Source: an optimization exercise on an open RTL-to-GDS flow (aim: small area). Production flows keep margins and buffers that such runs may drop.
Where RTL was checked, it was by simulation tests only, not by an equivalence proof against the original.
For runs 3, 4 and 6, only the layout was checked, not whether the RTL still works.
The clock cells of runs 2 to 7 come from the design's own scripts or RTL, not from TritonCTS.
The clock port is modelled as an ideal driver, which makes a skipped or thinned clock tree look cheaper than it is; a real chip needs a root buffer or a tree.
Power is estimated from default activity; no workload was simulated.

## design/flow/flow/cts_tree.tcl

```tcl
set nleaf_x $::env(CTS_NLEAF_X)
set nleaf_y $::env(CTS_NLEAF_Y)
set leaf_master $::env(CTS_LEAF_BUF)
set root_master $::env(CTS_ROOT_BUF)

proc out_iterm {inst} {
  foreach it [$inst getITerms] {
    if {[$it isOutputSignal]} { return $it }
  }
  error "cts_tree: no output pin on [$inst getName]"
}

set db [ord::get_db]
set block [ord::get_db_block]
set clknet [$block findNet clk]
set sinks {}
foreach it [$clknet getITerms] {
  set inst [$it getInst]
  set loc [$inst getLocation]
  lappend sinks [list $it [lindex $loc 0] [lindex $loc 1]]
}
puts "cts_tree: [llength $sinks] clock sinks"

# split into nleaf_x columns by x, then each column into nleaf_y rows by y
set groups {}
set byx [lsort -integer -index 1 $sinks]
set n [llength $byx]
for {set i 0} {$i < $nleaf_x} {incr i} {
  set col [lrange $byx [expr {$i * $n / $nleaf_x}] [expr {($i + 1) * $n / $nleaf_x - 1}]]
  set col [lsort -integer -index 2 $col]
  set m [llength $col]
  for {set j 0} {$j < $nleaf_y} {incr j} {
    lappend groups [lrange $col [expr {$j * $m / $nleaf_y}] [expr {($j + 1) * $m / $nleaf_y - 1}]]
  }
}

if {$root_master eq "none"} {
  set root ""
  set rootnet $clknet
} else {
  set root [odb::dbInst_create $block [$db findMaster $root_master] "cts_root_buf"]
  set rootnet [odb::dbNet_create $block "clk_root"]
  $rootnet setSigType CLOCK
  [$root findITerm A] connect $clknet
  [out_iterm $root] connect $rootnet
}

set sx 0; set sy 0
set k 0
foreach g $groups {
  set gx 0; set gy 0
  foreach s $g { incr gx [lindex $s 1]; incr gy [lindex $s 2] }
  set gx [expr {$gx / [llength $g]}]
  set gy [expr {$gy / [llength $g]}]
  incr sx $gx; incr sy $gy
  set buf [odb::dbInst_create $block [$db findMaster $leaf_master] "cts_leaf_buf_$k"]
  $buf setLocation $gx $gy
  $buf setPlacementStatus PLACED
  set net [odb::dbNet_create $block "clk_leaf_$k"]
  $net setSigType CLOCK
  [$buf findITerm A] connect $rootnet
  [out_iterm $buf] connect $net
  foreach s $g {
    set it [lindex $s 0]
    $it disconnect
    $it connect $net
  }
  puts "cts_tree: leaf $k at ($gx, $gy) drives [llength $g] registers"
  incr k
}
if {$root ne ""} {
  $root setLocation [expr {$sx / $k}] [expr {$sy / $k}]
  $root setPlacementStatus PLACED
}

# TritonCTS is not run; the tree above is the clock tree.
rename clock_tree_synthesis cts_tree_unused_tritoncts
proc clock_tree_synthesis {args} { puts "cts_tree: TritonCTS skipped, hand-built tree in place" }
set_propagated_clock [all_clocks]
```

## design/flow/design.v

```verilog
package mdu_pkg;
  typedef enum logic [2:0] {
    OP_MUL    = 3'b000,
    OP_MULH   = 3'b001,
    OP_MULHSU = 3'b010,
    OP_MULHU  = 3'b011,
    OP_DIV    = 3'b100,
    OP_DIVU   = 3'b101,
    OP_REM    = 3'b110,
    OP_REMU   = 3'b111
  } funct3_e;
  localparam logic [5:0] K_START = 6'd62;
endpackage
module mul_div_unit (
  input  logic        clk,
  input  logic        rst,
  input  logic        start,
  input  logic [2:0]  funct3,
  input  logic [31:0] operand_a,
  input  logic [31:0] operand_b,
  input  logic [4:0]  rd_in,
  input  logic        flush,
  output logic        busy,
  output logic        done,
  output logic [31:0] result,
  output logic [4:0]  rd_out
);
  logic [65:0] w_q;
  logic [32:0] b_q;
  logic        m_q;       
  logic        t_q;       
  logic [4:0]  rd_q;
  logic [2:0]  c_q;       
  logic [5:0]  k_q;       
  logic        dly_q;     
  logic        cy_q;      
  logic        sgn_q;     
  logic        negf_q;    
  logic        bneg_q;    
  logic        pb_q;      
  logic        yp_q;      
  logic        idl_q, act_q;
  logic c0, c2, c3, c5, lo;
  assign c0 = ~c_q[2] & ~c_q[0];
  assign c2 =  c_q[1] & ~c_q[0];
  assign c3 =  c_q[2] &  c_q[0];
  assign c5 = ~c_q[1] &  c_q[0];
  assign lo = ~c_q[0];                         
  assign sgn_q = ~c_q[0] ? ~w_q[44] : (c_q[2] ? ~w_q[33] : (c_q[1] ? w_q[22] : ~w_q[11]));
  logic p_pre, p_z, p_h1, p_main, p_post, p_f, p_g, p_hz, last_k;
  assign p_pre  =  k_q[5] &  k_q[4];
  assign p_z    =  p_pre & ~k_q[0];
  assign p_h1   =  p_pre &  k_q[0];
  assign p_main = ~k_q[5];
  assign p_post =  k_q[5] & ~k_q[4];
  assign p_f    =  p_post & ~k_q[1] & ~k_q[0];
  assign p_g    =  p_post & ~k_q[1] &  k_q[0];
  assign p_hz   =  p_post &  k_q[1];
  assign last_k =  p_main & (k_q[4:0] == 5'd31);
  logic is_mul, is_div, is_rem, mul_hi;
  assign is_mul = m_q;
  assign is_div = ~m_q & ~t_q;
  assign is_rem = ~m_q &  t_q;
  assign mul_hi =  m_q &  t_q;
  logic half, last_c;
  assign half   = (p_h1 & is_mul) | p_hz;
  assign last_c = half ? c2 : c5;
  logic accept;
  assign accept = start & ~flush & idl_q;
  logic        neg_comb, neg_g, g_eff;
  logic        xz, xinv, yen, ysub, cin, prop3, cin0, cin3;
  logic [10:0] xd, yd, sd;
  logic        cout;
  assign neg_comb = is_div ? ((negf_q ^ bneg_q) & w_q[31])
                  : is_rem ? negf_q : (negf_q ^ bneg_q);
  assign neg_g    = c0 ? neg_comb : negf_q;
  assign g_eff    = c0 ? w_q[65] : (c_q[1] ? w_q[43] : w_q[54]);
  always_comb begin
    xz   = 1'b0;
    xinv = 1'b0;
    yen  = 1'b0;
    ysub = bneg_q;
    cin0 = 1'b0;
    cin3 = 1'b0;
    if (p_z) begin
      xz   = ~lo;
      xinv = lo & (negf_q ^ (c_q[2] & ~c_q[1]));
      cin0 = negf_q;
    end else if (p_main) begin
      if (is_mul) begin
        yen  = lo & g_eff;
        ysub = bneg_q;
        cin0 = g_eff & bneg_q;
      end else begin
        yen  = ~lo;
        ysub = ~(sgn_q ^ bneg_q);
        cin3 = ~(sgn_q ^ bneg_q);
      end
    end else if (p_f) begin
      yen  = ~lo & sgn_q & ~is_mul;
      ysub = bneg_q;
      cin3 = sgn_q & bneg_q & ~is_mul;
    end else if (p_g) begin
      xinv = neg_g & (is_div ? lo : (is_rem ? ~lo : 1'b1));    
      cin0 = neg_g & ~is_rem;
      cin3 = neg_g & is_rem;
    end
  end
  assign prop3 = (p_main & is_mul) | (p_g & is_mul);
  assign cin   = c0 ? cin0 : ((c3 & ~prop3) ? cin3 : cy_q);
  assign xd    = xz ? 11'd0 : (w_q[10:0] ^ {11{~xinv}});
  assign yd    = yen ? (b_q[10:0] ^ {11{yp_q}}) : 11'd0;
  logic [11:0] cc;
  assign cc[0] = cin;
  for (genvar i = 0; i < 11; i++) begin : g_fa
    assign sd[i]   = xd[i] ^ yd[i] ^ cc[i];
    assign cc[i+1] = (xd[i] & yd[i]) | (xd[i] & cc[i]) | (yd[i] & cc[i]);
  end
  assign cout = cc[11];
  logic        lmode, bot;
  logic [10:0] wd;
  assign lmode = (p_z & ~is_mul)
               | (p_main & ~(~is_mul & last_k & ~lo))
               | (p_f & lo & ~is_mul)
               | (p_g & ~(m_q & ~t_q));
  assign bot   = c0 ? (p_main & is_mul ? 1'b0 : ((p_main | p_f) ? ~dly_q : dly_q)) : dly_q;
  assign wd    = lmode ? {sd[9:0], bot} : sd;
  logic finish;
  assign finish = last_c & ((p_g & t_q) | p_hz);    
  always_ff @(posedge clk or posedge rst) begin
    if (rst) begin
      idl_q <= 1'b1;
      act_q <= 1'b0;
      done  <= 1'b0;
    end else if (flush) begin
      idl_q <= 1'b1;
      act_q <= 1'b0;
      done  <= 1'b0;
    end else begin
      idl_q <= idl_q ? ~accept : finish;
      act_q <= idl_q ?  accept : ~finish;
      done  <= finish & act_q;
    end
  end
  assign busy = act_q;
  logic bext_in, aneg_in;
  assign bext_in = operand_b[31] & (funct3[2] ? ~funct3[0] : (funct3[1:0] == 2'b01));
  assign aneg_in = operand_a[31] & (funct3[2] ? ~funct3[0] : (funct3[1] ^ funct3[0]));
  always_ff @(posedge clk) begin
    cy_q  <= cout;
    dly_q <= sd[10];
    w_q[32:22] <= ~(({11{act_q}} | operand_a[31:21]) & ({11{idl_q}} | w_q[43:33]));
    w_q[21:11] <= ~(({11{act_q}} | operand_a[20:10]) & ({11{idl_q}} | w_q[32:22]));
    w_q[10:0]  <= ~(({11{act_q}} | {operand_a[9:0], 1'b0}) & ({11{idl_q}} | w_q[21:11]));
    b_q        <= ~(({33{act_q}} | {bext_in, operand_b}) & ({33{idl_q}} | {b_q[10:0], b_q[32:11]}));
    pb_q       <= ~pb_q | idl_q;
    yp_q       <= ysub ^ (~pb_q | idl_q);
    if (idl_q) begin
      m_q    <= ~funct3[2];
      t_q    <= funct3[2] ? funct3[1] : (funct3[1] | funct3[0]);
      rd_q   <= rd_in;
      negf_q <= aneg_in;
      bneg_q <= bext_in;
      c_q    <= 3'd0;
      k_q    <= mdu_pkg::K_START;
    end else begin
      c_q <= (half & c2) ? 3'd0 : {~c_q[0], c_q[2], c_q[1]};
      if (last_c) k_q <= k_q + 6'd1;
      if (p_g & c0) negf_q <= neg_comb;
    end
    w_q[65:33] <= {wd, w_q[65:44]};
  end
  assign result = w_q[65:34];
  assign rd_out = rd_q;
endmodule
```

## design/flow/standard.sh

```bash
#!/bin/bash
# synth_recipe.tcl (not shown) runs the flow's synth.tcl, then flattens the netlist and writes it again
# the make line also repeats each setting of config.mk as NAME=value (left out here)
make -C /OpenROAD-flow-scripts/flow DESIGN_CONFIG=/design/flow/config.mk WORK_HOME=/design/flow/orfs CLKGATE_MAP_FILE= SYNTH_SCRIPT=/design/flow/synth_recipe.tcl "${@:-finish}"
```

## design/flow/constraint.sdc

```tcl
create_clock -name core_clock -period 10.0 [get_ports {clk}]
set_input_delay 2.0000 -clock core_clock [delete_from_list [all_inputs] [get_ports {clk}]]
set_output_delay 2.0000 -clock core_clock [all_outputs]
set_load 0.01 [all_outputs]
```

## design/flow/flow/run.sh

```bash
#!/bin/bash
# Own layout flow: the standard flow (standard.sh: unchanged synthesis
# and steps) with two changes:
#  - port buffers use the smallest buffer cell (every port still gets one)
#  - the clock tree is a hand-built two-level tree (flow/cts_tree.tcl, run
#    as ORFS's PRE_CTS_TCL hook) instead of TritonCTS; ORFS's cts step still
#    legalizes it and repairs timing afterwards.
# Each tool's full output is kept in the ORFS logs under orfs/logs and the
# make output in flow_make.log.
set -euo pipefail
HERE=$(cd "$(dirname "$0")" && pwd)
export BUFFER_PORTS_ARGS="-buffer_cell sky130_fd_sc_hd__buf_1"
export PRE_CTS_TCL="$HERE/cts_tree.tcl"
export CTS_NLEAF_X=2
export CTS_NLEAF_Y=2
export CTS_LEAF_BUF=sky130_fd_sc_hd__clkbuf_8
export CTS_ROOT_BUF=none
bash standard.sh > flow_make.log 2>&1
```

## design/flow/config.mk

```make
export PLATFORM = sky130hd
export DESIGN_NAME = mul_div_unit
export DESIGN_NICKNAME = mul_div_unit
export VERILOG_FILES = /design/flow/design.v
export SDC_FILE = /design/flow/constraint.sdc
export NUM_CORES = 4
export LEC_CHECK = 0
export CAP_MARGIN = 20
export CORE_MARGIN = 2
export CORE_UTILIZATION = 90
export SLEW_MARGIN = 20
```

==> summary.txt, run 1 <==
Outcome
  – Fail Step: 3_1_place_gp_skip_io
  – Outcome: aborted with a tool error
  – First Err: [ERROR GPL-0301] Utilization 100.782 % exceeds 100%.

Logic synthesis
  – Sequential share of the synthesized area: 0.529
  – Yosys top cell by area: dfxtp_1
  – Synth async-reset ratio: 0.0242
  – Synth top area cells: dfxtp_1, o22ai_1, edfxtp_1, buf_4, fa_1
  – #FFs+latches synth: ~120
  – Yosys warning count: 1
  – Ys flop type: dfxtp_1
  – Mapped Area: 4900 sq um
  – Number of synthesized flops with an enable pin: 9
  – Synth cell types: 56
  – Avg Inst Size Synth: around 11 sq um
  – Syn nets: 539
  – Post-Syn Instances: 447
  – Post-synth top area share: 0.458

Die
  – Die height: between 70 and 80 um
  – Row count: 26
  – DIE WIDTH: 77.8 um
  – Starting Density: 0.947
logic make-up after synthesis:
group,Yosys count,synth area share
compound gates,102,0.136
flops,124,0.529
simple gates,90,0.0945
mux,27,0.0700
xor+xnor,15,0.0268
fa+ha+maj,16,0.0577
buf+inv,73,0.0861
Yosys cell counts (2+ instances only):
cell type  number
buf_2           4
mux2i_1        11
a21oi_1         7
nor2_1         29
xor2_1          4
inv_1          14
nand2b_1       11
nand4_1         2
xnor2_1        11
nor4_1          2
o22ai_1        65
nand3_1         2
a211o_1         4
o2111ai_1       2
and3_1          5
o21ai_0        10
nor3_1          3
o21bai_1        2
ha_1            5
dfxtp_1       112
nand2_1        19
buf_6           3
edfxtp_1        9
dfrtp_1         2
mux2_2          2
mux2_4         14
fa_1           11
and2_1          3
clkbuf_1       16
buf_1           4
buf_4          32
nor2b_1         3
==> run 2: changes to the inputs <==
--- a/design/flow/flow/run.sh
+++ b/design/flow/flow/run.sh
@@ -4,5 +4,6 @@
 #  - port buffers use the smallest buffer cell (every port still gets one)
-#  - the clock tree is a hand-built two-level tree (flow/cts_tree.tcl, run
-#    as ORFS's PRE_CTS_TCL hook) instead of TritonCTS; ORFS's cts step still
-#    legalizes it and repairs timing afterwards.
+#  - the clock tree is hand-built (flow/cts_tree.tcl, run as ORFS's
+#    PRE_CTS_TCL hook) instead of TritonCTS: the clock port feeds 4 leaf
+#    clock buffers, each driving a quarter of the registers; ORFS's cts step
+#    still legalizes it and repairs timing afterwards.
 # Each tool's full output is kept in the ORFS logs under orfs/logs and the
@@ -15,3 +16,3 @@
 export CTS_NLEAF_Y=2
-export CTS_LEAF_BUF=sky130_fd_sc_hd__clkbuf_8
+export CTS_LEAF_BUF=sky130_fd_sc_hd__clkbuf_16
 export CTS_ROOT_BUF=none
--- a/design/flow/config.mk
+++ b/design/flow/config.mk
@@ -9,3 +9,3 @@
 export CORE_MARGIN = 2
-export CORE_UTILIZATION = 90
+export CORE_UTILIZATION = 40
 export SLEW_MARGIN = 20
==> run 2 against run 1 <==
Now clean on timing, DRC and antenna. Area after synthesis did not move. Synthesized cell count is the same.
==> summary.txt, run 2 <==
Outcome
  – Outcome: no timing/DRC/antenna violations

Die
  – I/O Pins: about 120
  – Die area: 13,100 sq um
  – Row count: 40 (+54%)
  – DIE WIDTH: 115 um (+47%)
  – Starting Density: 0.409 (-0.537)
  – Core ar.: about 12,000 sq um
  – Die height: 115 um (+47%)

Run
  – Number of max-cap violations: 0

Finish
  – Footprint of the multi-input gates: 1890 sq um
  – Layout cells sized above 1: 0.0630
  – Register area: ~2600 sq um
  – Biggest regs: w_q (66), b_q (33), k_q (6)
  – Ant diodes: 0
  – Layout net count: 602
  – Area grow syn2layout: 7.33%
  – Most common cell after layout, fill and taps aside: buf_1
  – Max reg flops: 66
  – Layout fillers: 1,183
  – Most frequent cells in the layout: buf_1, dfxtp_1, o22ai_1, nor2_1, nand2_1
  – Most flop-heavy register: w_q

Detailed routing
  – Initial DRC Count: 144
  – Routed length per instance: 15.4 um
  – Total Routed Length: 10.1 mm
  – Drt drc: 0
  – Detail Route Antenna Nets: 0
  – First-pass DRT Iterations: 4
  – Vias per cell: 5.04
  – Routed vias: 3,298

Pwr
  – Reg power frac: 0.621
  – Clk pwr share: 0.190
  – Worst vdd ir: 0.000128 V
  – P_sw: 0.270 mW
  – Power Internal: roughly 0.75 mW
  – Comb power frac: 0.189
  – Lkg Pwr: 2.06 nW
  – P per Cell Area: 194 nW/um^2
  – Sw Ratio: 0.265

Timing
  – Final critical-path required period: 6950 ps
  – Slew Limit Fails: 0
  – Endpoints failing setup: 0
  – Fmax: 0.144 GHz
  – Worst slew pin tran: 880 ps
  – Post-route setup slack: ~3000 ps
  – Worst Skew: around 10 ps
  – Setup TNS: 0 ps
  – Final Cycle Share: 0.695
  – Slew HR: 0.397
  – Final hold vios: 0
  – RSZ-0062 raised after global routing: no

Logic synthesis
  – Mapped Area: 4900 sq um (unchanged)
  – Yosys top cell by area: dfxtp_1
  – Synth cell types: 56 (unchanged)
  – Synth async-reset ratio: 0.0242 (unchanged)
  – Top-count cell post-synth: dfxtp_1
  – Yosys warning count: 1 (unchanged)
  – Commonest cells in the netlist: dfxtp_1, o22ai_1, buf_4
  – Number of synthesized flops with an enable pin: 9 (unchanged)
  – Synth top area cells: dfxtp_1, o22ai_1, edfxtp_1, buf_4, fa_1
  – Ys flop type: dfxtp_1
  – Avg Inst Size Synth: 11.0 sq um (unchanged)
  – Post-synth top area share: 0.458 (unchanged)
  – Sequential share of the synthesized area: 0.529 (unchanged)
  – #FFs+latches synth: 124 (unchanged)
  – Syn nets: 539 (unchanged)
  – Post-Syn Instances: 447 (unchanged)

GRT
  – Vias in the first global route: roughly 3.3k
  – Largest net degree at the start of global routing: 69
  – First-pass GRT wire length: between 15 and 20 mm
  – Initial antenna violation count: 0
  – GRT Total Usage: 0.151
  – Overflow after GRT: 0

Clock tree
  – Clk pin slew, worst setup/hold paths: 110 ps
  – Resized Gates After CTS: 0
  – Hold_buf cts: 0
  – Post-CTS Setup Bufs: 0
  – Worst skew pair latency: 170 ps

Placed design
  – Placer Congestion: between 0.8 and 0.9
  – Port bufs: 114
  – DP Worst Slack: approximately 3100 ps
  – Final HPWL DP: 7.44 mm

Setup path
  – Crit path max-delay cell type: dfxtp_1
  – Crit-path cells: or3b_4 -> nor2_4 -> nand2_1 -> a211o_1 -> nand3_2 -> mux2i_1 -> fa_1 -> fa_1 -> inv_1 -> fa_1 -> fa_1 -> fa_1 -> fa_1 -> fa_1 -> fa_1 -> fa_1 -> fa_1 -> inv_1 -> fa_1 -> inv_1 -> mux2_2
  – Worst setup EP type: register
  – R2R depth: 21
  – Critical Path AT: 7080 ps
  – Slowest stage delay, CP: 510 ps
  – Critical path type: register to register
  – CP max FO: 11
  – Critical path launch point type: register
  – FF-to-FF End: w_q[65]$_DFF_P_
  – Critical path's top delay family: adder cells
  – Most used cell, CP: fa_1
  – Buf/Inv on CP: 3
  – Reg2reg start: k_q[0]$_SDFFE_PP0P_
  – Reg-to-reg slack, setup: just over 3000 ps
  – Worst Path Required: just over 10,000 ps

Worst hold path
  – Hold Path End: w_q[36]$_DFF_P_
  – Hold WC Path Type: register to register
  – Hold depth: 0
  – Worst Min Path Start: w_q[47]$_DFF_P_
## run 2: power by group through the flow
stage / logic (mW) / clock network (mW) / registers (mW)
after floorplan: 0.194 / 0 / 0.623
after detailed placement: 0.195 / 0 / 0.644
final: 0.193 / 0.194 / 0.632
after global routing: 0.216 / 0.219 / 0.642
after global placement: 0.192 / 0 / 0.642
after CTS: 0.195 / 0.200 / 0.633
## run 2: layout make-up
cell class	instances	share of cell area
Timing Repair Buffer	116	0.0843
Multi-Input combinational cell	250	0.359
Sequential cell	124	0.493
Tap cell	147	0.0350
Inverter	14	0.0100
Buffer	4	0.0190
## run 2: per-stage QoR
step	total power, mW	hold slack (ps)	utilization	std cells	instance area (sq um)
2_1_floorplan	0.816	332	-	447	4900
3_3_place_gp	0.834	332	0.431	651	5160
3_5_place_dp	0.838	337	0.431	651	5160
4_1_cts	1.03	357	0.439	655	5260
5_1_grt	1.08	361	0.439	655	5260
6_report	1.02	350	0.439	655	5260
## run 2: cell families (layout without fill, tap and decap cells)
group / Yosys count / after routing / share of synthesized area
and+or+nand+nor: 90 / 90 / 0.0945
DFF: 124 / 124 / 0.529
muxes: 27 / 27 / 0.0700
xor gates and xnor gates: 15 / 15 / 0.0268
AOI/OAI and AO/OA: 102 / 102 / 0.136
buffers and inverters: 73 / 134 / 0.0861
adders and majority gates: 16 / 16 / 0.0577
## run 2: metal layers
metal | vias to the layer above | track usage | wire [um]
met1 | 1522 | 0.229 | 4980
met2 | 116 | 0.242 | 4320
met3 | 5 | 0.0196 | 676
li1 | 1655 | - | -
met4 | 0 | 0.0106 | 84
met5 | - | 0 | 0
## run 2: worst max path at each step
stage | startpoint | endpoint | depth (start not counted)
2_1_floorplan | k_q[0]$_SDFFE_PP0P_ | w_q[65]$_DFF_P_ | 23
3_3_place_gp | k_q[0]$_SDFFE_PP0P_ | w_q[65]$_DFF_P_ | 21
3_5_place_dp | k_q[0]$_SDFFE_PP0P_ | w_q[65]$_DFF_P_ | 21
4_1_cts | k_q[0]$_SDFFE_PP0P_ | w_q[65]$_DFF_P_ | 21
5_1_grt | m_q$_DFFE_PP_ | w_q[65]$_DFF_P_ | 21
6_report | k_q[0]$_SDFFE_PP0P_ | w_q[65]$_DFF_P_ | 21
==> run 3: changes to the inputs <==
--- a/design/flow/design.v
+++ b/design/flow/design.v
@@ -103,3 +103,3 @@
     end else if (p_g) begin
-      xinv = neg_g & (is_div ? lo : (is_rem ? ~lo : 1'b1));    
+      xinv = neg_g & ~(is_rem & lo);                            
       cin0 = neg_g & ~is_rem;
@@ -108,3 +108,3 @@
   end
-  assign prop3 = (p_main & is_mul) | (p_g & is_mul);
+  assign prop3 = (p_main & is_mul) | (p_g & ~is_rem);
   assign cin   = c0 ? cin0 : ((c3 & ~prop3) ? cin3 : cy_q);
==> run 3 against run 2 <==
Hold slack worse by 2.2 ps. Wire length is 3.5% lower. Total power is 0.31% lower. Maximum frequency hardly changed. Clock power hardly changed. Synthesized cell count is 2.2% higher. Critical path type unchanged. Critical endpoint unchanged. Largest cell class unchanged.
==> summary.txt, run 3 <==
Outcome
  – Outcome: no timing/DRC/antenna violations

Finish
  – Core Util, Final: 0.436 (-0.00345)
  – Max reg flops: 66 (unchanged)
  – Final Instance Count excl. Fillers: 661 (+0.92%)
  – Ant diodes: 0 (unchanged)
  – Most frequent cells in the layout: buf_1, dfxtp_1, o22ai_1, o21ai_0
  – Most flop-heavy register: w_q
  – Area grow syn2layout: 7.17%
  – Layout net count: 608 (+1.0%)
  – Layout cells sized above 1: 0.0467 (-0.0163)
  – Most common cell after layout, fill and taps aside: buf_1
  – Biggest regs: w_q (66), b_q (33), k_q (6)

Placed design
  – Placer Congestion: 0.802 (-1.8%)
  – DP Worst Slack: 3040 ps (-32.6 ps)
  – Port bufs: 114 (unchanged)
  – Placed Cells: 657 (+0.92%)
  – Final HPWL DP: 7.12 mm (-4.3%)

Detailed routing
  – Detail Route Antenna Nets: 0 (unchanged)
  – Routed vias: 3,329 (+0.94%)
  – Drt drc: 0 (unchanged)
  – Total Routed Length: 9.71 mm (-3.5%)
  – Initial DRC Count: 176 (+22%)
  – Routed length per instance: 14.7 um (-4.4%)
  – First-pass DRT Iterations: 4 (unchanged)
  – Vias per cell: 5.04 (about the same)

Logic synthesis
  – Number of synthesized flops with an enable pin: 9 (unchanged)
  – Avg Inst Size Synth: 10.6 sq um (-2.8%)
  – Yosys warning count: 1 (unchanged)
  – Synth top area cells: dfxtp_1, o22ai_1, edfxtp_1, buf_4, fa_1
  – Synth async-reset ratio: 0.0242 (unchanged)
  – Mapped Area: 4870 sq um (-0.64%)
  – Ys flop type: dfxtp_1
  – #FFs+latches synth: 124 (unchanged)
  – Commonest cells in the netlist: dfxtp_1, o22ai_1, buf_4
  – Synth cell types: 55 (-1.8%)
  – Top-count cell post-synth: dfxtp_1
  – Syn nets: 549 (+1.9%)
  – Yosys top cell by area: dfxtp_1
  – Sequential share of the synthesized area: 0.532 (+0.00340)
  – Post-synth top area share: 0.461 (+0.00294)
  – Post-Syn Instances: 457 (+2.2%)

Setup path
  – Crit path max-delay cell type: dfxtp_1
  – Worst setup EP type: register
  – Worst Path Required: 10,120 ps (about the same)
  – Critical Path AT: 7070 ps (about the same)
  – Buf/Inv on CP: 3 (unchanged)
  – Most used cell, CP: fa_1
  – Critical path launch point type: register
  – Crit-path cells: and4bb_2 -> o311ai_4 -> a21oi_2 -> nor3_1 -> o21ai_0 -> fa_1 -> fa_1 -> inv_1 -> fa_1 -> fa_1 -> fa_1 -> fa_1 -> fa_1 -> fa_1 -> fa_1 -> fa_1 -> inv_1 -> fa_1 -> inv_1 -> mux2_2
  – CP max FO: 22 (+11)
  – Critical path type: register to register
  – Critical path's top delay family: adder cells
  – Slowest stage delay, CP: 680 ps (+170 ps)

Timing
  – Slew Limit Fails: 0 (unchanged)
  – Final hold vios: 0 (unchanged)
  – Fmax: 0.144 GHz (about the same)
  – Post-route setup slack: 3050 ps (-2.10 ps)
  – Worst slew pin tran: 907 ps (+27.3 ps)
  – Worst Skew: 13.3 ps (+3.05 ps)
  – RSZ-0062 raised after global routing: no
  – Final Cycle Share: 0.695 (about the same)
  – Slew HR: 0.378 (-0.0187)
  – Setup TNS: 0 ps (unchanged)
  – Final critical-path required period: 6950 ps (+2.10 ps)
  – Endpoints failing setup: 0 (unchanged)

Clock tree
  – Resized Gates After CTS: 0 (unchanged)
  – Hold_buf cts: 0 (unchanged)
  – Post-CTS Setup Bufs: 0 (unchanged)
  – Clk pin slew, worst setup/hold paths: 110 ps (about the same)
  – Worst skew pair latency: 180 ps (about the same)

Die
  – DIE WIDTH: 114 um (-0.31%)
  – Die height: 114 um (-0.31%)
  – I/O Pins: 115 (unchanged)
  – Starting Density: 0.407 (-0.00262)
  – Die area: 13,100 sq um (-0.62%)
  – Row count: 40 (unchanged)
  – Core ar.: 12,000 sq um (unchanged)

GRT
  – First-pass GRT wire length: 15.7 mm (-3.7%)
  – GRT Total Usage: 0.144 (-0.00725)
  – Overflow after GRT: 0 (unchanged)
  – Vias in the first global route: 3,153 (-3.1%)
  – Initial antenna violation count: 0 (unchanged)
  – Largest net degree at the start of global routing: 68 (-1.4%)

Pwr
  – Worst vdd ir: 0.000113 V (-12%)
  – Final Power: 1.01 mW (-0.31%)
  – P per Cell Area: 195 nW/um^2 (+0.48%)
  – Lkg Pwr: 1.92 nW (-6.7%)

Worst hold path
  – Hold WC Path Type: register to register

Run
  – Number of max-cap violations: 0 (unchanged)
## run 3: changes by cell type after synthesis, moves of 5 or more
cell / change
o21a_1: +6
or3_1: +8
mux2_2: +6
buf_2: +5
nor2_1: -12
nor3_1: +6
mux2_4: -14
a21oi_1: +10
o21ai_0: +8
nand2_1: -8
## run 3: logic make-up (layout without fill, tap and decap cells)
group,Yosys count,after routing,share of synthesized area
buffers and inverters,78,135,0.0910
AO/OA/AOI/OAI,128,128,0.169
XOR/XNOR,14,14,0.0252
multiplexers,15,15,0.0329
adder cells (fa/ha/maj),16,16,0.0581
flip-flops,124,124,0.532
AND/OR/NAND/NOR,82,82,0.0913
## run 3: layout make-up
class	count	area [sq um]
Inverter	13	48.8
Tap cell	147	184
Timing Repair Buffer	118	458
Multi-Input combinational cell	255	1830
Buffer	4	100
Sequential cell	124	2590
Fill cell	1191	6750
## run 3: metrics by stage
stage | hold WS [ps] | area (sq um)
6_report | 348 | 5220
3_3_place_gp | 333 | 5110
3_5_place_dp | 333 | 5110
5_1_grt | 358 | 5220
4_1_cts | 348 | 5220
2_1_floorplan | 332 | 4870
## run 3: final timing paths
kind                       slack (ps)               to           startpoint  cells after the start
setup / recovery                 3050  w_q[65]$_DFF_P_  k_q[5]$_SDFFE_PP1P_                     20
hold / removal                    350  w_q[36]$_DFF_P_      w_q[47]$_DFF_P_                      0
hold reg to reg                   350  w_q[36]$_DFF_P_      w_q[47]$_DFF_P_                      0
max in group asynchronous        8140  idl_q$_DFF_PP1_                  rst                      2
min in group asynchronous        1650   done$_DFF_PP0_                  rst                      2
setup reg to reg                 3050  w_q[65]$_DFF_P_  k_q[5]$_SDFFE_PP1P_                     20
## run 3: metal layers
layer,part of all wire,global-route usage,vias up
li1,-,-,1702
met1,0.52,0.227,1504
met2,0.40,0.217,114
met3,0.070,0.0222,9
met4,0.010,0.0122,0
met5,0,0,-
## run 3: power breakdown
part | internal, mW | switching, mW | leakage [nW]
Sequential | 0.583 | 0.0502 | 1.07
Combinational | 0.0847 | 0.101 | 0.805
Clock | 0.0745 | 0.121 | 0.0493
==> run 4: changes to the inputs <==
--- a/design/flow/design.v
+++ b/design/flow/design.v
@@ -125,3 +125,3 @@
                | (p_g & ~(m_q & ~t_q));
-  assign bot   = c0 ? (p_main & is_mul ? 1'b0 : ((p_main | p_f) ? ~dly_q : dly_q)) : dly_q;
+  assign bot   = c0 ? ~(dly_q | (p_main & is_mul)) : dly_q;
   assign wd    = lmode ? {sd[9:0], bot} : sd;
==> run 4 against run 3 <==
Clock power about the same. Sequential power about the same. Clock skew down 7.4 ps. Register-to-register slack gained 90 ps. Combinational power decreased by 3%. Largest cell class unchanged.
==> summary.txt, run 4 <==
Outcome
  – Outcome: no timing/DRC/antenna violations

Logic synthesis
  – Number of synthesized flops with an enable pin: 9 (unchanged)
  – Mapped Area: 4840 sq um (-0.51%)
  – Top-count cell post-synth: dfxtp_1
  – #FFs+latches synth: 124 (unchanged)
  – Sequential share of the synthesized area: 0.535 (+0.00275)
  – Post-Syn Instances: 456 (-0.22%)
  – Synth async-reset ratio: 0.0242 (unchanged)
  – Syn nets: 548 (-0.18%)
  – Synth cell types: 53 (-3.6%)
  – Post-synth top area share: 0.463 (+0.00238)
  – Yosys warning count: 1 (unchanged)
  – Ys flop type: dfxtp_1
  – Avg Inst Size Synth: 10.6 sq um (-0.30%)
  – Yosys top cell by area: dfxtp_1
  – Synth top area cells: dfxtp_1, o22ai_1, edfxtp_1, buf_4, fa_1
  – Commonest cells in the netlist: dfxtp_1, o22ai_1, buf_4

Timing
  – Final critical-path required period: 6870 ps (-86.9 ps)
  – Slew HR: 0.390 (+0.0122)
  – RSZ-0062 raised after global routing: no
  – Fmax: 0.146 GHz (+1.3%)
  – Worst Skew: 5.90 ps (-7.43 ps)
  – Slew Limit Fails: 0 (unchanged)
  – Post-route setup slack: 3130 ps (+86.9 ps)
  – Setup TNS: 0 ps (unchanged)
  – Final hold vios: 0 (unchanged)
  – Endpoints failing setup: 0 (unchanged)
  – Worst slew pin tran: 915 ps (+7.66 ps)
  – Final Cycle Share: 0.687 (-0.00868)

Finish
  – Layout net count: 606 (-0.33%)
  – Area grow syn2layout: 7.11% (about the same)
  – Ant diodes: 0 (unchanged)
  – Layout fillers: 1,185 (-0.50%)
  – Final Instance Count excl. Fillers: 659 (-0.30%)
  – Biggest regs: w_q (66), b_q (33), k_q (6)
  – Most common cell after layout, fill and taps aside: buf_1
  – Layout cells sized above 1: 0.0430 (-0.00372)
  – Max reg flops: 66 (unchanged)
  – Most frequent cells in the layout: buf_1, dfxtp_1, o22ai_1, nor2_1, a21oi_1
  – Most flop-heavy register: w_q

Placed design
  – Final HPWL DP: 6.79 mm (-4.6%)
  – DP Worst Slack: 3100 ps (+66.2 ps)
  – Port bufs: 114 (unchanged)
  – Placer Congestion: 0.835 (+4.1%)
  – Placed Cells: 655 (-0.30%)

Pwr
  – Final Power: 1.01 mW (-0.34%)
  – Lkg Pwr: 1.95 nW (+1.3%)
  – P per Cell Area: 195 nW/um^2 (+0.24%)
  – Worst vdd ir: 0.000119 V (+5.5%)
  – Clk pwr share: 0.192 (about the same)
  – P_sw: 0.270 mW (-0.64%)
  – Sw Ratio: 0.267 (-0.000818)
  – Power Internal: 0.741 mW (-0.22%)
  – Comb power frac: 0.178 (-0.005)
  – Reg power frac: 0.630 (+0.006)

Detailed routing
  – Routed vias: 3,289 (-1.2%)
  – Routed length per instance: 14.3 um (-2.7%)
  – Detail Route Antenna Nets: 0 (unchanged)
  – Drt drc: 0 (unchanged)
  – First-pass DRT Iterations: 4 (unchanged)
  – Initial DRC Count: 232 (+32%)
  – Vias per cell: 4.99 (-0.90%)
  – Total Routed Length: 9.42 mm (-3.0%)

Die
  – Row count: 40 (unchanged)
  – Core ar.: 11,900 sq um (-0.42%)
  – Die height: 114 um (-0.25%)
  – Starting Density: 0.406 (about the same)
  – I/O Pins: 115 (unchanged)
  – Die area: 13,000 sq um (-0.50%)
  – DIE WIDTH: 114 um (-0.25%)

Setup path
  – Critical path type: register to register
  – Slowest stage delay, CP: 490 ps (-190 ps)
  – Worst Path Required: 10,130 ps (about the same)
  – Most used cell, CP: fa_1
  – Buf/Inv on CP: 3 (unchanged)
  – Critical path launch point type: register
  – Crit-path cells: nor2_1 -> o31ai_1 -> mux2i_1 -> ha_1 -> nor3_1 -> a21oi_1 -> a21oi_1 -> mux2_2 -> o21ai_0 -> fa_1 -> fa_1 -> inv_1 -> fa_1 -> fa_1 -> fa_1 -> fa_1 -> fa_1 -> fa_1 -> fa_1 -> fa_1 -> inv_1 -> fa_1 -> inv_1 -> mux2_2
  – Critical path's top delay family: adder cells
  – Crit path max-delay cell type: dfxtp_1
  – CP max FO: 8 (-64%)
  – Critical Path AT: 6990 ps (-80 ps)
  – Worst setup EP type: register

Worst hold path
  – Hold WC Path Type: register to register

Clock tree
  – Worst skew pair latency: 170 ps (about the same)
  – Hold_buf cts: 0 (unchanged)
  – Clk pin slew, worst setup/hold paths: 110 ps (about the same)
  – Resized Gates After CTS: 0 (unchanged)
  – Post-CTS Setup Bufs: 0 (unchanged)

GRT
  – First-pass GRT wire length: 15.3 mm (-2.3%)
  – Vias in the first global route: 3,120 (-1.0%)
  – Largest net degree at the start of global routing: 93 (+37%)
  – GRT Total Usage: 0.141 (-0.00316)
  – Initial antenna violation count: 0 (unchanged)
  – Overflow after GRT: 0 (unchanged)

Run
  – Number of max-cap violations: 0 (unchanged)
==> run 4: final cells by class <==
class | instances | area [sq um] | area share
Buffer | 4 | 100 | 0.0193
Multi-Input combinational cell | 254 | 1810 | 0.350
Timing Repair Buffer | 116 | 443 | 0.0854
Inverter | 14 | 52.6 | 0.0101
Tap cell | 147 | 184 | 0.0355
Sequential cell | 124 | 2590 | 0.500
==> run 4: path summary, 6_finish.rpt <==
kind / start / endpoint / slack, ps / cells after the start
max: c_q[1]$_SDFF_PP0_ / w_q[65]$_DFF_P_ / 3130 / 24
min: w_q[56]$_DFF_P_ / w_q[45]$_DFF_P_ / 360 / 0
max reg2reg: c_q[1]$_SDFF_PP0_ / w_q[65]$_DFF_P_ / 3130 / 24
min reg2reg: w_q[56]$_DFF_P_ / w_q[45]$_DFF_P_ / 360 / 0
max in group asynchronous: rst / idl_q$_DFF_PP1_ / 8150 / 2
min in group asynchronous: rst / act_q$_DFF_PP0_ / 1640 / 2
==> run 4: power by group through the flow <==
stage | combinational [mW] | clock (mW) | sequential, mW
floorplan | 0.188 | 0 | 0.623
global placement | 0.181 | 0 | 0.647
detailed placement | 0.182 | 0 | 0.649
CTS | 0.183 | 0.202 | 0.638
global route | 0.203 | 0.221 | 0.648
finish | 0.180 | 0.194 | 0.637
==> run 4: stage by stage <==
step | hold WS (ps) | cell area, sq um | util
3_5_place_dp | 335 | 5080 | 0.426
2_1_floorplan | 332 | 4840 | -
4_1_cts | 357 | 5180 | 0.435
3_3_place_gp | 334 | 5080 | 0.426
5_1_grt | 360 | 5180 | 0.435
6_report | 356 | 5180 | 0.435
==> run 4: logic make-up (layout without fill, tap and decap cells) <==
logic type | count (synthesis) | count (layout) | synth area share
buffers and inverters | 78 | 134 | 0.0915
DFF | 124 | 124 | 0.535
muxes | 15 | 15 | 0.0333
and+or+nand+nor | 82 | 82 | 0.0915
AOI/OAI and AO/OA | 127 | 127 | 0.165
xor gates and xnor gates | 14 | 14 | 0.0253
adders and majority gates | 16 | 16 | 0.0584
==> run 4: metal layers <==
layer | share of wire | track usage | vias to the layer above
met2 | 0.40 | 0.213 | 99
li1 | - | - | 1695
met3 | 0.057 | 0.0154 | 8
met4 | 0.012 | 0.0138 | 0
met5 | 0 | 0 | -
met1 | 0.53 | 0.225 | 1487
==> run 5: changes to the inputs <==
--- a/design/flow/design.v
+++ b/design/flow/design.v
@@ -73,4 +73,3 @@
   logic        cout;
-  assign neg_comb = is_div ? ((negf_q ^ bneg_q) & w_q[31])
-                  : is_rem ? negf_q : (negf_q ^ bneg_q);
+  assign neg_comb = negf_q & (w_q[31] | ~is_div);
   assign neg_g    = c0 ? neg_comb : negf_q;
@@ -168,2 +167,3 @@
       if (last_c) k_q <= k_q + 6'd1;
+      if (p_z & c5) negf_q <= negf_q ^ (bneg_q & ~is_rem);
       if (p_g & c0) negf_q <= neg_comb;
==> run 5 against run 4 <==
Clock skew rose by 1.2 ps. Highest routed layer unchanged. Wire length rose by 0.78%. Via count fell by 2.6%. Critical path depth fell by 1. Still clean. Register-to-register slack improved by 40 ps.
==> summary.txt, run 5 <==
Finish
  – Layout cells sized above 1: 0.0557 (+0.0127)
  – Ant diodes: 0 (unchanged)
  – Layout net count: 597 (-1.5%)
  – Most frequent cells in the layout: buf_1, dfxtp_1, o22ai_1, nor2_1, inv_1
  – Final Instance Count excl. Fillers: 650 (-1.4%)
  – Most flop-heavy register: w_q
  – Most common cell after layout, fill and taps aside: buf_1
  – Area grow syn2layout: 7.16% (about the same)
  – Max reg flops: 66 (unchanged)
  – Core Util, Final: 0.434 (-0.00116)
  – Biggest regs: w_q (66), b_q (33), k_q (6)

Placed design
  – Port bufs: 114 (unchanged)
  – Placer Congestion: 0.818 (-2.0%)
  – Placed Cells: 646 (-1.4%)
  – DP Worst Slack: 3200 ps (+100 ps)
  – Final HPWL DP: 6.94 mm (+2.2%)

Timing
  – Final hold vios: 0 (unchanged)
  – Post-route setup slack: 3170 ps (+35.3 ps)
  – Worst slew pin tran: 956 ps (+40.7 ps)
  – Final Cycle Share: 0.683 (-0.00353)
  – Fmax: 0.146 GHz (+0.52%)
  – Endpoints failing setup: 0 (unchanged)
  – Min Hold Slack: 352 ps (-4.52 ps)
  – Slew Limit Fails: 0 (unchanged)
  – Setup TNS: 0 ps (unchanged)
  – Worst Skew: 7.11 ps (+1.21 ps)
  – RSZ-0062 raised after global routing: no
  – Slew HR: 0.345 (-0.0454)
  – Final critical-path required period: 6830 ps (-35.3 ps)

Detailed routing
  – Routed length per instance: 14.6 um (+2.2%)
  – Total Routed Length: 9.49 mm (+0.78%)
  – Drt drc: 0 (unchanged)
  – Initial DRC Count: 164 (-29%)
  – Vias per cell: 4.93 (-1.3%)
  – First-pass DRT Iterations: 4 (unchanged)
  – Detail Route Antenna Nets: 0 (unchanged)
  – Routed vias: 3,202 (-2.6%)

Die
  – Die area: 13,000 sq um (-0.30%)
  – Starting Density: 0.405 (-0.00126)
  – Die height: 114 um (-0.15%)
  – Row count: 40 (unchanged)
  – DIE WIDTH: 114 um (-0.15%)
  – I/O Pins: 115 (unchanged)
  – Core ar.: 11,900 sq um (unchanged)

Pwr
  – P per Cell Area: 203 nW/um^2 (+4.2%)
  – Comb power frac: 0.199 (+0.021)
  – Reg power frac: 0.618 (-0.012)
  – P_sw: 0.292 mW (+8.1%)
  – Clk pwr share: 0.184 (-0.008)
  – Power Internal: 0.759 mW (+2.4%)
  – Worst vdd ir: 0.000102 V (-15%)
  – Lkg Pwr: 1.95 nW (about the same)
  – Sw Ratio: 0.278 (+0.0107)

Setup path
  – Critical path's top delay family: adder cells
  – Worst setup EP type: register
  – Crit-path cells: o21ai_0 -> o21ai_0 -> mux2i_1 -> ha_1 -> nor4_1 -> a31oi_1 -> a31oi_1 -> o211ai_1 -> fa_1 -> fa_1 -> inv_1 -> fa_1 -> fa_1 -> fa_1 -> fa_1 -> fa_1 -> fa_1 -> fa_1 -> fa_1 -> inv_1 -> fa_1 -> inv_1 -> mux2_2
  – Crit path max-delay cell type: dfxtp_1
  – Slowest stage delay, CP: 480 ps (about the same)
  – CP max FO: 8 (unchanged)
  – Reg2reg start: c_q[1]$_SDFF_PP0_
  – Buf/Inv on CP: 3 (unchanged)
  – Critical path launch point type: register
  – Critical Path AT: 6950 ps (-40 ps)
  – Most used cell, CP: fa_1
  – Worst setup startpoint: c_q[1]$_SDFF_PP0_
  – Worst Path Required: 10,120 ps (about the same)
  – Critical path type: register to register

GRT
  – Initial antenna violation count: 0 (unchanged)
  – Vias in the first global route: 2,990 (-4.2%)
  – First-pass GRT wire length: 15.1 mm (-1.5%)
  – Overflow after GRT: 0 (unchanged)
  – Largest net degree at the start of global routing: 69 (-26%)
  – GRT Total Usage: 0.140 (-0.00107)

Logic synthesis
  – Synth cell types: 53 (unchanged)
  – Sequential share of the synthesized area: 0.536 (+0.00166)
  – Yosys warning count: 1 (unchanged)
  – Avg Inst Size Synth: 10.9 sq um (+2.4%)
  – Commonest cells in the netlist: dfxtp_1, o22ai_1, buf_4
  – Post-synth top area share: 0.465 (+0.00144)
  – Mapped Area: 4830 sq um (-0.31%)
  – Synth async-reset ratio: 0.0242 (unchanged)
  – Number of synthesized flops with an enable pin: 9 (unchanged)
  – Syn nets: 536 (-2.2%)
  – Top-count cell post-synth: dfxtp_1
  – #FFs+latches synth: 124 (unchanged)
  – Post-Syn Instances: 444 (-2.6%)
  – Yosys top cell by area: dfxtp_1
  – Ys flop type: dfxtp_1
  – Synth top area cells: dfxtp_1, o22ai_1, edfxtp_1, buf_4, fa_1

Worst hold path
  – Hold WC Path Type: register to register
  – Worst Min Path Start: w_q[51]$_DFF_P_

Clock tree
  – Hold_buf cts: 0 (unchanged)
  – Resized Gates After CTS: 0 (unchanged)
  – Worst skew pair latency: 170 ps (about the same)
  – Post-CTS Setup Bufs: 0 (unchanged)
  – Clk pin slew, worst setup/hold paths: 110 ps (about the same)

Outcome
  – Outcome: no timing/DRC/antenna violations

Run
  – Number of max-cap violations: 0 (unchanged)
-- run 5: worst paths after layout --
path	end	slack, ps	cells past startpoint
hold / removal	w_q[40]$_DFF_P_	350	0
hold reg to reg	w_q[40]$_DFF_P_	350	0
setup reg to reg	w_q[65]$_DFF_P_	3170	23
min in group asynchronous	done$_DFF_PP0_	1650	2
max in group asynchronous	idl_q$_DFF_PP1_	8140	2
setup / recovery	w_q[65]$_DFF_P_	3170	23
-- run 5: metal layers --
metal / GRT usage / vias to the layer above / part of all wire
li1: - / 1637 / -
met1: 0.219 / 1450 / 0.53
met2: 0.213 / 108 / 0.40
met3: 0.0186 / 7 / 0.062
met4: 0.0154 / 0 / 0.012
met5: 0 / - / 0
-- run 5: cells by family (layout without fill, tap and decap cells) --
| kind of cell | count (synthesis) | after routing | share of synthesized area |
|---|---|---|---|
| flip-flops | 124 | 124 | 0.536 |
| AO/OA/AOI/OAI | 107 | 107 | 0.146 |
| AND/OR/NAND/NOR | 81 | 81 | 0.0850 |
| buffers and inverters | 79 | 138 | 0.0946 |
| XOR/XNOR | 22 | 22 | 0.0461 |
| adder cells (fa/ha/maj) | 16 | 16 | 0.0586 |
| multiplexers | 15 | 15 | 0.0332 |
-- run 5: power groups by stage --
stage / clock network, mW / logic [mW] / registers [mW]
finish: 0.193 / 0.209 / 0.649
global route: 0.218 / 0.234 / 0.661
CTS: 0.202 / 0.213 / 0.651
detailed placement: 0 / 0.211 / 0.662
global placement: 0 / 0.209 / 0.660
floorplan: 0 / 0.215 / 0.638
-- run 5: cell type report --
class | instances | area, sq um
multi-input cells | 241 | 1790
inverters | 18 | 67.6
fillers | 1185 | 6740
plain buffers | 4 | 100
flip-flops and latches | 124 | 2590
repair buffers | 116 | 443
well taps | 147 | 184
-- run 5: stage by stage --
| step | cell area, sq um | power (mW) |
|---|---|---|
| after floorplan | 4830 | 0.853 |
| after global placement | 5060 | 0.869 |
| after detailed placement | 5070 | 0.873 |
| after CTS | 5170 | 1.07 |
| after global routing | 5170 | 1.11 |
| final | 5170 | 1.05 |
==> run 6: changes to the inputs <==
--- a/design/flow/design.v
+++ b/design/flow/design.v
@@ -98,2 +98,3 @@
     end else if (p_f) begin
+      xz   = lo & is_rem;
       yen  = ~lo & sgn_q & ~is_mul;
@@ -102,8 +103,7 @@
     end else if (p_g) begin
-      xinv = neg_g & ~(is_rem & lo);                            
-      cin0 = neg_g & ~is_rem;
-      cin3 = neg_g & is_rem;
+      xinv = neg_g;                                             
+      cin0 = neg_g;
     end
   end
-  assign prop3 = (p_main & is_mul) | (p_g & ~is_rem);
+  assign prop3 = (p_main & is_mul) | p_g;
   assign cin   = c0 ? cin0 : ((c3 & ~prop3) ? cin3 : cy_q);
@@ -122,3 +122,3 @@
                | (p_main & ~(~is_mul & last_k & ~lo))
-               | (p_f & lo & ~is_mul)
+               | (p_f & lo & is_div)
                | (p_g & ~(m_q & ~t_q));
==> run 6 against run 5 <==
Still clean on timing, DRC and antenna. Clock power barely moved. Area after synthesis rose by 1.2%. Via count rose by 2.6%. Die area rose by 1.2%. First-iteration DRC count fell by 6.7%. Wire length rose by 4.3%. Design area rose by 1.3%. Synthesized cell count fell by 0.68%. Critical path depth fell by 4. Setup slack improved by 130 ps. Critical path type unchanged. Critical endpoint unchanged. Largest cell class unchanged. Highest routed layer unchanged.
==> summary.txt, run 6 <==
Outcome
  – Outcome: no timing/DRC/antenna violations

Pwr
  – Power Internal: 0.734 mW (-3.3%)
  – Clk pwr share: 0.194 (+0.010)
  – Lkg Pwr: 1.97 nW (+1.3%)
  – Final Power: 0.988 mW (-6.0%)
  – Sw Ratio: 0.257 (-0.0207)
  – Reg power frac: 0.636 (+0.018)
  – Worst vdd ir: 0.000119 V (+17%)
  – Comb power frac: 0.170 (-0.029)
  – P per Cell Area: 189 nW/um^2 (-7.2%)
  – P_sw: 0.254 mW (-13%)

Setup path
  – Reg2reg start: c_q[0]$_SDFF_PP0_
  – Worst Path Required: 10,120 ps (about the same)
  – Worst setup EP type: register
  – Most used cell, CP: fa_1
  – Critical Path AT: 6830 ps (-120 ps)
  – Crit path max-delay cell type: o21ai_1
  – Reg-to-reg slack, setup: 3300 ps (+130 ps)
  – Critical path launch point type: register
  – FF-to-FF End: w_q[65]$_DFF_P_
  – CP max FO: 17 (+9)
  – Slowest stage delay, CP: 630 ps (+150 ps)
  – Crit-path cells: or4_1 -> o21ai_1 -> nor2_1 -> mux2i_1 -> fa_1 -> fa_1 -> inv_1 -> fa_1 -> fa_1 -> fa_1 -> fa_1 -> fa_1 -> fa_1 -> fa_1 -> fa_1 -> inv_1 -> fa_1 -> inv_1 -> mux2_2
  – R2R depth: 19 (-17%)
  – Critical path type: register to register

Logic synthesis
  – Number of synthesized flops with an enable pin: 9 (unchanged)
  – Mapped Area: 4890 sq um (+1.2%)
  – Top-count cell post-synth: dfxtp_1
  – Syn nets: 533 (-0.56%)
  – Synth cell types: 59 (+11%)
  – Post-Syn Instances: 441 (-0.68%)
  – Avg Inst Size Synth: 11.1 sq um (+1.9%)
  – #FFs+latches synth: 124 (unchanged)
  – Commonest cells in the netlist: dfxtp_1, o22ai_1, buf_4
  – Sequential share of the synthesized area: 0.530 (-0.00659)
  – Synth async-reset ratio: 0.0242 (unchanged)
  – Yosys warning count: 1 (unchanged)
  – Yosys top cell by area: dfxtp_1
  – Post-synth top area share: 0.459 (-0.00571)
  – Synth top area cells: dfxtp_1, o22ai_1, edfxtp_1, buf_4, fa_1
  – Ys flop type: dfxtp_1

Timing
  – Final critical-path required period: 6700 ps (-128 ps)
  – Worst Skew: 6.65 ps (-0.467 ps)
  – Setup TNS: 0 ps (unchanged)
  – Final Cycle Share: 0.670 (-0.0128)
  – Worst slew pin tran: 867 ps (-89.0 ps)
  – RSZ-0062 raised after global routing: no
  – Post-route setup slack: 3300 ps (+128 ps)
  – Fmax: 0.149 GHz (+1.9%)
  – Final hold vios: 0 (unchanged)
  – Slew Limit Fails: 0 (unchanged)
  – Endpoints failing setup: 0 (unchanged)
  – Slew HR: 0.422 (+0.0776)

Placed design
  – Final HPWL DP: 7.11 mm (+2.5%)
  – Placed Instance Area: 5140 sq um (+1.3%)
  – Placed Cells: 640 (-0.93%)
  – Port bufs: 114 (unchanged)
  – Placer Congestion: 0.851 (+4.0%)
  – DP Worst Slack: 3300 ps (+97.6 ps)

Worst hold path
  – Hold depth: 0 (unchanged)
  – Hold WC Path Type: register to register
  – Hold Path End: w_q[38]$_DFF_P_
  – Worst Min Path Start: w_q[49]$_DFF_P_

Die
  – I/O Pins: 115 (unchanged)
  – Starting Density: 0.408 (+0.00333)
  – Die area: 13,100 sq um (+1.2%)
  – Core ar.: 12,000 sq um (+0.42%)
  – Die height: 115 um (+0.60%)
  – DIE WIDTH: 115 um (+0.60%)
  – Row count: 40 (unchanged)

GRT
  – Met1 Use GR: 0.221 (+0.00263)
  – GRT Total Usage: 0.145 (+0.00516)
  – Met2 usage: 0.231 (+0.0180)
  – Vias in the first global route: 3,170 (+6.0%)
  – First-pass GRT wire length: 15.8 mm (+4.8%)
  – Overflow after GRT: 0 (unchanged)
  – Largest net degree at the start of global routing: 95 (+38%)
  – Initial antenna violation count: 0 (unchanged)
  – Met3 Track Usage GR: 0.0106 (-0.00801)
  – Most crowded layer after global routing: met2

Run
  – Number of max-cap violations: 0 (unchanged)

Detailed routing
  – Routed length per instance: 15.4 um (+5.3%)
  – Routed vias: 3,286 (+2.6%)
  – Detail Route Antenna Nets: 0 (unchanged)
  – Initial DRC Count: 153 (-6.7%)
  – Vias per cell: 5.10 (+3.6%)
  – Total Routed Length: 9.90 mm (+4.3%)
  – Drt drc: 0 (unchanged)
  – First-pass DRT Iterations: 5 (+1)

Clock tree
  – Post-CTS Setup Bufs: 0 (unchanged)
  – Hold_buf cts: 0 (unchanged)
  – Worst skew pair latency: 170 ps (about the same)
  – Resized Gates After CTS: 0 (unchanged)
  – Clk pin slew, worst setup/hold paths: 110 ps (about the same)

Finish
  – Post-route cell area: 5240 sq um (+1.3%)
  – Area grow syn2layout: 7.17% (about the same)
  – Biggest regs: w_q (66), b_q (33), k_q (6)
  – Layout cells sized above 1: 0.0624 (+0.00671)
  – Layout net count: 591 (-1.0%)
  – Final Instance Count excl. Fillers: 644 (-0.92%)
  – Ant diodes: 0 (unchanged)
  – Max reg flops: 66 (unchanged)
  – Most common cell after layout, fill and taps aside: buf_1
  – Most flop-heavy register: w_q
  – Most frequent cells in the layout: buf_1, dfxtp_1, o22ai_1, nor2_1, a21oi_1
## run 6: routing by layer
metal / wire length [um] / vias up
met1: 5040 / 1534
met2: 4260 / 92
met4: 146 / 0
met5: 0 / -
met3: 452 / 9
li1: - / 1651
## run 6: worst max path at each step
stage / cells after the start / end / start
finish: 19 / w_q[65]$_DFF_P_ / c_q[0]$_SDFF_PP0_
global route: 19 / w_q[65]$_DFF_P_ / c_q[0]$_SDFF_PP0_
CTS: 19 / w_q[65]$_DFF_P_ / c_q[0]$_SDFF_PP0_
detailed placement: 19 / w_q[65]$_DFF_P_ / c_q[0]$_SDFF_PP0_
global placement: 19 / w_q[65]$_DFF_P_ / c_q[0]$_SDFF_PP0_
floorplan: 24 / w_q[65]$_DFF_P_ / c_q[2]$_SDFF_PP0_
## run 6: logic make-up (layout without fill, tap and decap cells)
group                      Yosys count  in the layout  share of synthesized area
and+or+nand+nor                     74             74                     0.0878
xor gates and xnor gates            12             12                     0.0215
AOI/OAI and AO/OA                  110            110                      0.147
muxes                               29             29                     0.0691
DFF                                124            124                      0.530
adders and majority gates           16             16                     0.0579
buffers and inverters               76            132                     0.0866
## run 6: per-stage QoR
stage / utilization / hold WS [ps]
CTS: 0.438 / 360
detailed placement: 0.429 / 340
floorplan: - / 332
global route: 0.438 / 364
finish: 0.438 / 358
global placement: 0.429 / 333
## run 6: worst max-delay path, delay by kind of cell, from the launching register on
family | cells | cell delay [ps]
mux | 2 | 310
flops | 1 | 500
buf+inv | 3 | 190
compound gates | 1 | 630
fa+ha+maj | 11 | 4410
simple gates | 2 | 610
## run 6: area by class of cell
cell class	instances	area, sq um
flip-flops and latches	124	2590
repair buffers	115	435
inverters	13	48.8
well taps	147	184
plain buffers	4	100
multi-input cells	241	1870
fillers	1151	6730
## run 6: power by group through the flow
stage | clock, mW | combinational [mW] | sequential (mW)
global placement | 0 | 0.169 | 0.638
detailed placement | 0 | 0.170 | 0.640
global route | 0.215 | 0.189 | 0.638
floorplan | 0 | 0.174 | 0.615
finish | 0.192 | 0.168 | 0.628
CTS | 0.200 | 0.171 | 0.629
==> run 7: changes to the inputs <==
--- a/design/flow/design.v
+++ b/design/flow/design.v
@@ -76,2 +76,5 @@
   assign g_eff    = c0 ? w_q[65] : (c_q[1] ? w_q[43] : w_q[54]);
+  logic divy;
+  assign divy = ~is_mul & (p_main | (p_f & sgn_q));
+  assign ysub = is_mul ? bneg_q : ~(sgn_q ^ bneg_q);
   always_comb begin
@@ -80,3 +83,2 @@
     yen  = 1'b0;
-    ysub = bneg_q;
     cin0 = 1'b0;
@@ -87,23 +89,15 @@
       cin0 = negf_q;
-    end else if (p_main) begin
-      if (is_mul) begin
-        yen  = lo & g_eff;
-        ysub = bneg_q;
-        cin0 = g_eff & bneg_q;
-      end else begin
-        yen  = ~lo;
-        ysub = ~(sgn_q ^ bneg_q);
-        cin3 = ~(sgn_q ^ bneg_q);
-      end
-    end else if (p_f) begin
-      xz   = lo & is_rem;
-      yen  = ~lo & sgn_q & ~is_mul;
-      ysub = bneg_q;
-      cin3 = sgn_q & bneg_q & ~is_mul;
+    end else if (p_main & is_mul) begin
+      yen  = lo & g_eff;
+      cin0 = g_eff & bneg_q;
+    end else if (divy) begin
+      yen  = ~lo;
+      cin3 = ysub;
     end else if (p_g) begin
-      xinv = neg_g;                                             
-      cin0 = neg_g;
+      xinv = neg_g & ~(is_rem & lo);                            
+      cin0 = neg_g & ~is_rem;
+      cin3 = neg_g & is_rem;
     end
   end
-  assign prop3 = (p_main & is_mul) | p_g;
+  assign prop3 = (p_main & is_mul) | (p_g & ~is_rem);
   assign cin   = c0 ? cin0 : ((c3 & ~prop3) ? cin3 : cy_q);
@@ -122,3 +116,3 @@
                | (p_main & ~(~is_mul & last_k & ~lo))
-               | (p_f & lo & is_div)
+               | (p_f & lo & ~is_mul)
                | (p_g & ~(m_q & ~t_q));
==> run 7 against run 6 <==
Critical endpoint unchanged. Design area is 1.9% lower. Via count fell by 2.6%. Sequential power is 4.9% higher. Critical path depth increased by 1. Final cell count grew 0.47%. Global-route usage increased by 0.089 points. Critical path type unchanged. Setup slack got worse by 430 ps. Still clean on timing, DRC and antenna. Register-to-register slack got worse by 430 ps.
==> summary.txt, run 7 <==
GRT
  – Largest net degree at the start of global routing: 84 (-12%)
  – Initial antenna violation count: 0 (unchanged)
  – GRT Total Usage: 0.146 (+0.000892)
  – Overflow after GRT: 0 (unchanged)
  – Vias in the first global route: 3,117 (-1.7%)
  – First-pass GRT wire length: 15.7 mm (-0.44%)

Die
  – Die height: 113 um (-1.2%)
  – Starting Density: 0.414 (+0.00504)
  – Die area: 12,800 sq um (-2.4%)
  – I/O Pins: 115 (unchanged)
  – DIE WIDTH: 113 um (-1.2%)
  – Core ar.: 11,500 sq um (-3.7%)
  – Row count: 39 (-2.5%)

Setup path
  – Critical path launch point type: register
  – Worst Path Required: 10,120 ps (about the same)
  – Critical path type: register to register
  – CP max FO: 12 (-5)
  – Worst setup EP type: register
  – Critical Path AT: 7260 ps (+430 ps)

Logic synthesis
  – Post-synth top area share: 0.471 (+0.0119)
  – Yosys warning count: 1 (unchanged)
  – Commonest cells in the netlist: dfxtp_1, o22ai_1, buf_4
  – Sequential share of the synthesized area: 0.544 (+0.0138)
  – Synth top area cells: dfxtp_1, o22ai_1, edfxtp_1, buf_4, fa_1
  – Mapped Area: 4760 sq um (-2.5%)
  – Top-count cell post-synth: dfxtp_1
  – Number of synthesized flops with an enable pin: 9 (unchanged)
  – Syn nets: 532 (-0.19%)
  – Synth async-reset ratio: 0.0242 (unchanged)
  – Ys flop type: dfxtp_1
  – #FFs+latches synth: 124 (unchanged)
  – Synth cell types: 51 (-14%)
  – Post-Syn Instances: 441 (unchanged)
  – Avg Inst Size Synth: 10.8 sq um (-2.5%)
  – Yosys top cell by area: dfxtp_1

Finish
  – Layout net count: 597 (+1.0%)
  – Layout cells sized above 1: 0.0496 (-0.0128)
  – Most flop-heavy register: w_q
  – Max reg flops: 66 (unchanged)
  – Biggest regs: w_q (66), b_q (33), k_q (6)
  – Ant diodes: 0 (unchanged)
  – Most common cell after layout, fill and taps aside: buf_1
  – Area grow syn2layout: 7.83%
  – Most frequent cells in the layout: buf_1, dfxtp_1, o22ai_1, nor2_1, inv_1

Timing
  – Worst slew pin tran: 839 ps (-27.9 ps)
  – Slew HR: 0.425 (+0.00260)
  – Worst Skew: 5.71 ps (-0.937 ps)
  – Slew Limit Fails: 0 (unchanged)
  – Setup TNS: 0 ps (unchanged)
  – Fmax: 0.140 GHz (-6.1%)
  – Endpoints failing setup: 0 (unchanged)
  – RSZ-0062 raised after global routing: no
  – Final critical-path required period: 7140 ps (+434 ps)
  – Final Cycle Share: 0.714 (+0.0434)
  – Final hold vios: 0 (unchanged)

Run
  – Number of max-cap violations: 0 (unchanged)

Pwr
  – Final Power: 1.08 mW (+9.4%)
  – Reg power frac: 0.610 (-0.026)
  – Comb power frac: 0.214 (+0.044)
  – P per Cell Area: 210 nW/um^2 (+12%)
  – P_sw: 0.305 mW (+20%)
  – Lkg Pwr: 1.96 nW (-0.46%)
  – Power Internal: 0.776 mW (+5.8%)
  – Worst vdd ir: 0.0000996 V (-16%)
  – Clk pwr share: 0.176 (-0.018)
  – Sw Ratio: 0.282 (+0.0244)

Clock tree
  – Resized Gates After CTS: 0 (unchanged)
  – Post-CTS Setup Bufs: 0 (unchanged)
  – Hold_buf cts: 0 (unchanged)
  – Clk pin slew, worst setup/hold paths: 110 ps (about the same)
  – Worst skew pair latency: 170 ps (about the same)

Placed design
  – Port bufs: 114 (unchanged)
  – Final HPWL DP: 7.05 mm (-0.85%)
  – Placer Congestion: 0.822 (-3.3%)

Detailed routing
  – Routed vias: 3,201 (-2.6%)
  – Detail Route Antenna Nets: 0 (unchanged)
  – Initial DRC Count: 230 (+50%)
  – Vias per cell: 4.95 (-3.0%)
  – First-pass DRT Iterations: 17 (+12)
  – Drt drc: 0 (unchanged)
  – Routed length per instance: 14.9 um (-3.0%)
  – Total Routed Length: 9.65 mm (-2.5%)

Outcome
  – Outcome: no timing/DRC/antenna violations

Worst hold path
  – Hold WC Path Type: register to register
run 7: changes by cell type after synthesis, sizes merged, moves of 4 or more:
cell,before,now
o21ai,5,9
nand2,6,15
mux2,17,9
inv,13,19
nor2b,9,5
xnor2,11,15
clkbuf,16,11
a21oi,15,9
xor2,1,11
mux2i,12,5
run 7: final timing paths:
check / cells past startpoint / slack, ps / end / start
hold reg to reg: 0 / 360 / w_q[50]$_DFF_P_ / w_q[61]$_DFF_P_
setup reg to reg: 20 / 2860 / w_q[65]$_DFF_P_ / c_q[0]$_SDFF_PP0_
max in group asynchronous: 2 / 8150 / idl_q$_DFF_PP1_ / rst
hold / removal: 0 / 360 / w_q[50]$_DFF_P_ / w_q[61]$_DFF_P_
setup / recovery: 20 / 2860 / w_q[65]$_DFF_P_ / c_q[0]$_SDFF_PP0_
min in group asynchronous: 2 / 1640 / act_q$_DFF_PP0_ / rst
run 7: kinds of logic (layout without fill, tap and decap cells):
kind of cell	after synthesis	in the layout	synth area share
adders and majority gates	15	15	0.0568
buffers and inverters	78	141	0.0917
muxes	14	14	0.0318
xor gates and xnor gates	26	26	0.0478
and+or+nand+nor	78	78	0.0833
DFF	124	124	0.544
AOI/OAI and AO/OA	106	106	0.145
run 7: area by class of cell:
cell class / count / area (sq um)
tap: 143 / 179
inverter: 19 / 71.3
sequential: 124 / 2590
buffer: 4 / 100
multi-input combinational: 239 / 1740
fill: 1111 / 6380
timing repair buffer: 118 / 458
run 7: worst max-delay path: stages (launching register included):
cell,delay (ps)
dfxtp_1,580
inv_1,230
a2111oi_0,470
or2_1,220
o41a_1,390
nand2b_1,190
fa_1,180
inv_1,60
fa_1,440
fa_1,460
fa_1,460
fa_1,460
fa_1,460
fa_1,450
fa_1,450
fa_1,460
fa_1,420
inv_1,70
fa_1,400
inv_1,80
mux2_2,140
run 7: power by group through the flow:
| stage | clock network, mW | logic [mW] | registers [mW] |
|---|---|---|---|
| final | 0.191 | 0.231 | 0.659 |
| after detailed placement | 0 | 0.234 | 0.671 |
| after global placement | 0 | 0.234 | 0.670 |
| after global routing | 0.216 | 0.261 | 0.670 |
| after CTS | 0.200 | 0.235 | 0.660 |
| after floorplan | 0 | 0.237 | 0.646 |
run 7: layer usage:
layer,up-vias,global-route usage,part of all wire
met2,113,0.207,0.41
met3,9,0.0139,0.063
li1,1634,-,-
met5,-,0,0
met1,1445,0.245,0.52
met4,0,0.0171,0.0085
run 7: stage by stage:
step,hold slack (ps),worst slack [ps],util,instance area (sq um),instances
floorplan,332,3540,-,4760,441
finish,356,2860,0.446,5130,647
global placement,333,2930,0.437,5030,643
detailed placement,341,2840,0.437,5030,643
global route,366,2290,0.446,5130,647
CTS,361,2800,0.446,5130,647

## re-timing with driven ports
In the flow no input, the clock included, has a driving cell. The finished layouts below were timed again as built, in two steps.
Step 1 sets driving cells, clkbuf_16 on the clock port and buf_2 on the other inputs (assumed; they add their load-dependent delay and slew).
Step 2 also shifts input and output timing later by t, the mid clock arrival at the registers, as if the neighbouring blocks saw the same clock.
Three values: no drivers, after step 1, after step 2; two values: the first two.
run | t (ns) | slack for setup (ns) | hold slack, ns
run 2 | 0.253 | 3.049 / 3.049 / 3.049 | 0.350 / 0.350 / 0.350
run 3 | 0.252 | 3.047 / 3.047 / 3.047 | 0.348 / 0.348 / 0.348
run 4 | 0.246 | 3.134 / 3.134 / 3.134 | 0.356 / 0.356 / 0.356
run 5 | 0.246 | 3.169 / 3.169 / 3.169 | 0.352 / 0.352 / 0.352
run 6 | 0.251 | 3.297 / 3.297 / 3.297 | 0.358 / 0.358 / 0.358
run 7 | 0.241 | 2.863 / 2.863 / 2.863 | 0.356 / 0.356 / 0.356
After both steps setup and hold are still met in every run listed.
